From an optimization exercise on the open Yosys and OpenROAD flow, aimed at small area, a short achievable clock period and few clock cycles per item; shortcuts taken in it are not production practice.
In this exercise RTL edits were held to simulation tests only and were not proved equivalent to the original.
Power figures rest on the tool's default switching activity, not on a simulated workload.

the baseline:
## sparse_batch_accum
module sparse_batch_accum #(
  parameter int DATA_W = sparse_batch_accum_pkg::DATA_W,
  parameter int RES_W  = sparse_batch_accum_pkg::RES_W,
  parameter int IDX_W  = sparse_batch_accum_pkg::IDX_W,
  parameter int BATCH  = sparse_batch_accum_pkg::BATCH
) (
  input  logic              clk,
  input  logic              rst,
  input  logic              in_valid,
  output logic              in_ready,
  input  logic [DATA_W-1:0] in_data,
  input  logic [DATA_W-1:0] in_weight,
  input  logic [IDX_W-1:0]  in_idx,
  input  logic              in_last,
  output logic              out_valid,
  input  logic              out_ready,
  output logic [RES_W-1:0]  out_data,
  output logic [IDX_W-1:0]  out_idx,
  output logic              out_last,
  output logic [sparse_batch_accum_pkg::bw(BATCH+1)-1:0] sample_cnt
  , output logic            sat_flag
);
  localparam int NACC  = 2**IDX_W;
  localparam int CNT_W = sparse_batch_accum_pkg::bw(BATCH+1);
  localparam int PW    = 2*DATA_W;
  localparam int HW    = RES_W - PW;
  typedef enum logic [2:0] {
    ACCUM = 3'd0,
    WAIT1 = 3'd1,
    WAIT2 = 3'd2,
    LOAD1 = 3'd3,
    LOAD2 = 3'd4,
    DRAIN = 3'd5
  } st_t;
  st_t                state, state_nxt;
  logic               accept, handshake, done;
  logic               last_sample;
  logic               i_valid;
  logic [IDX_W-1:0]   i_idx;
  logic [DATA_W-1:0]  i_data, i_weight;
  logic               m_valid;
  logic [IDX_W-1:0]   m_idx, m_idx_nxt;
  logic [PW-1:0]      m_x0, m_x1, fin_x0, fin_x1;
  logic [PW-1:0]      prod;
  logic               prod_cout;
  logic               s1_valid;
  logic [IDX_W-1:0]   s1_idx;
  ...
For scale: ~1,900 cells after synthesis, ~71 I/O pins, roughly 30,000 um^2 of cells after synthesis.
==> flow/config.mk <==
export PLATFORM = sky130hd
export DESIGN_NAME = sparse_batch_accum
export DESIGN_NICKNAME = sparse_batch_accum
export VERILOG_FILES = /design/flow/design.v
export SDC_FILE = /design/flow/constraint.sdc
export NUM_CORES = 4
export LEC_CHECK = 0
export CAP_MARGIN = 20
export CORE_MARGIN = 2
export CORE_UTILIZATION = 55
export CTS_CLUSTER_DIAMETER = 80
export CTS_CLUSTER_SIZE = 25
export SETUP_SLACK_MARGIN = 5
export SLEW_MARGIN = 20
==> flow/constraint.sdc <==
create_clock -name core_clock -period 8.0 [get_ports {clk}]
set_input_delay 1.6000 -clock core_clock [delete_from_list [all_inputs] [get_ports {clk}]]
set_output_delay 1.6000 -clock core_clock [all_outputs]
set_load 0.01 [all_outputs]
standard.sh (not shown) runs the stock make flow with config.mk's settings and CLKGATE_MAP_FILE= SYNTH_SCRIPT=/design/flow/synth_recipe.tcl, a recipe that flattens the netlist after the stock synthesis.
==> flow/flow/run.sh <==
#!/bin/bash
set -euo pipefail
bash standard.sh SETUP_SLACK_MARGIN=5.4 finish > flow_standard.log 2>&1
Testbench counts of the baseline, summed over its fixed seeds: cycles 5,290, items 4,650.
> inputs changed (the baseline -> the candidate)
--- a/flow/design.v
+++ b/flow/design.v
@@ -412,65 +412,70 @@
         m_idx_nxt = handshake ? m_idx + 1'b1 : m_idx;
         if (done) state_nxt = ACCUM;
       end
       default: begin
         state_nxt = ACCUM;
       end
     endcase
   end
   always_ff @(posedge clk or posedge rst) begin
     if (rst) begin
       state      <= ACCUM;
-      in_ready   <= 1'b0;
-      out_valid  <= 1'b0;
-      sample_cnt <= '0;
       i_valid    <= 1'b0;
       m_valid    <= 1'b0;
       s1_valid   <= 1'b0;
       s2_valid   <= 1'b0;
       acc_vld    <= '0;
     end else begin
       state     <= state_nxt;
-      in_ready  <= (state_nxt == ACCUM);
-      out_valid <= (state_nxt == DRAIN);
-      if (done) begin
-        sample_cnt <= '0;
-      end else if (accept && in_last) begin
-        sample_cnt <= sample_cnt + 1'b1;
-      end
       i_valid  <= accept;
       m_valid  <= i_valid;
       s1_valid <= m_valid;
       s2_valid <= s1_valid;
       if (done) begin
         acc_vld <= '0;
       end else if (s2_valid) begin
         acc_vld[s2_idx] <= 1'b1;
       end
     end
   end
   always_ff @(posedge clk) begin
+    if (rst) begin
+      in_ready   <= 1'b0;
+      out_valid  <= 1'b0;
+      sample_cnt <= '0;
+    end else begin
+      in_ready  <= (state_nxt == ACCUM);
+      out_valid <= (state_nxt == DRAIN);
+      if (done) begin
+        sample_cnt <= '0;
+      end else if (accept && in_last) begin
+        sample_cnt <= sample_cnt + 1'b1;
+      end
+    end
+  end
+  always_ff @(posedge clk) begin
     if (state != DRAIN) begin
       out_idx  <= '0;
       out_last <= 1'b0;
     end else if (handshake) begin
       out_idx  <= out_idx + 1'b1;
       out_last <= (out_idx == IDX_W'(NACC - 2));
     end
   end
-  always_ff @(posedge clk or posedge rst) begin
+  always_ff @(posedge clk) begin
     if (rst) begin
       sat_flag <= 1'b0;
     end else if (done) begin
       sat_flag <= 1'b0;
-    end else if (s1_valid && add_ovf) begin
+    end else if (s2_valid && (s2_sat_p || s2_sat_n)) begin
       sat_flag <= 1'b1;
     end
   end
   always_ff @(posedge clk) begin
     i_idx    <= in_idx;
     i_data   <= in_data;
     i_weight <= in_weight;
   end
   sparse_mul_csa u_mul (.a(i_data), .b(i_weight), .row0(fin_x0), .row1(fin_x1));
   always_ff @(posedge clk) begin
     m_idx <= m_idx_nxt;
### Flow results
- Between the baseline and the candidate, power share of the clock group increased.
- Taking the baseline over the candidate, the buffer count from post-CTS setup fixing ratio works out to 0.892.
- Between the candidate and the baseline, the difference in post-synthesis cell count is negligible.
- Going from the baseline to the candidate, total wire length decreased by about 3.3% relative to the old numbers, share of the synthesized netlist area taken by xor and xnor gates closely matched the old numbers.
- Delta (the candidate minus the baseline): number of cell instances on the worst register-to-register path went down by 5, core utilization rose by 0.45 points.
- In the reports for the candidate and the baseline, the larger first-pass GRT wire length belongs to the baseline.
Testbench counts of the candidate, summed over its fixed seeds: cycles 5,290, items 4,650.

afterwards: timing with drivers on the ports:
Ports are ideal in the flow. The routed layouts listed here were re-timed in OpenROAD.
Step 1 sets driving cells, clkbuf_16 on the clock port and buf_2 on the other inputs (assumed; they add their load-dependent delay and slew).
Step 2 adds t to the input delays and takes it off the output delays; t is the mean of the earliest and latest rising clock arrival at the registers after step 1. Input paths then give back, and output paths get back, about the clock's delay inside the block.
Three values: ideal, step 1, step 2; two values: the first two.
run | shift t [ns] | setup WS [ns] | hold slack, ns | worst setup path at the end | worst data-port slew with drivers (ns)
the baseline | 0.641 | 5.173 / 5.125 / 4.890 | 0.360 / 0.360 / 0.360 | input to register | 0.05
the candidate | 0.641 | 5.277 / 5.265 / 4.837 | 0.359 / 0.359 / 0.359 | input to register | 0.04
After both steps every run listed still meets setup and hold. The setup slack of the candidate, which loses most, moves by -0.012 ns with the drivers and by -0.440 ns with both steps.
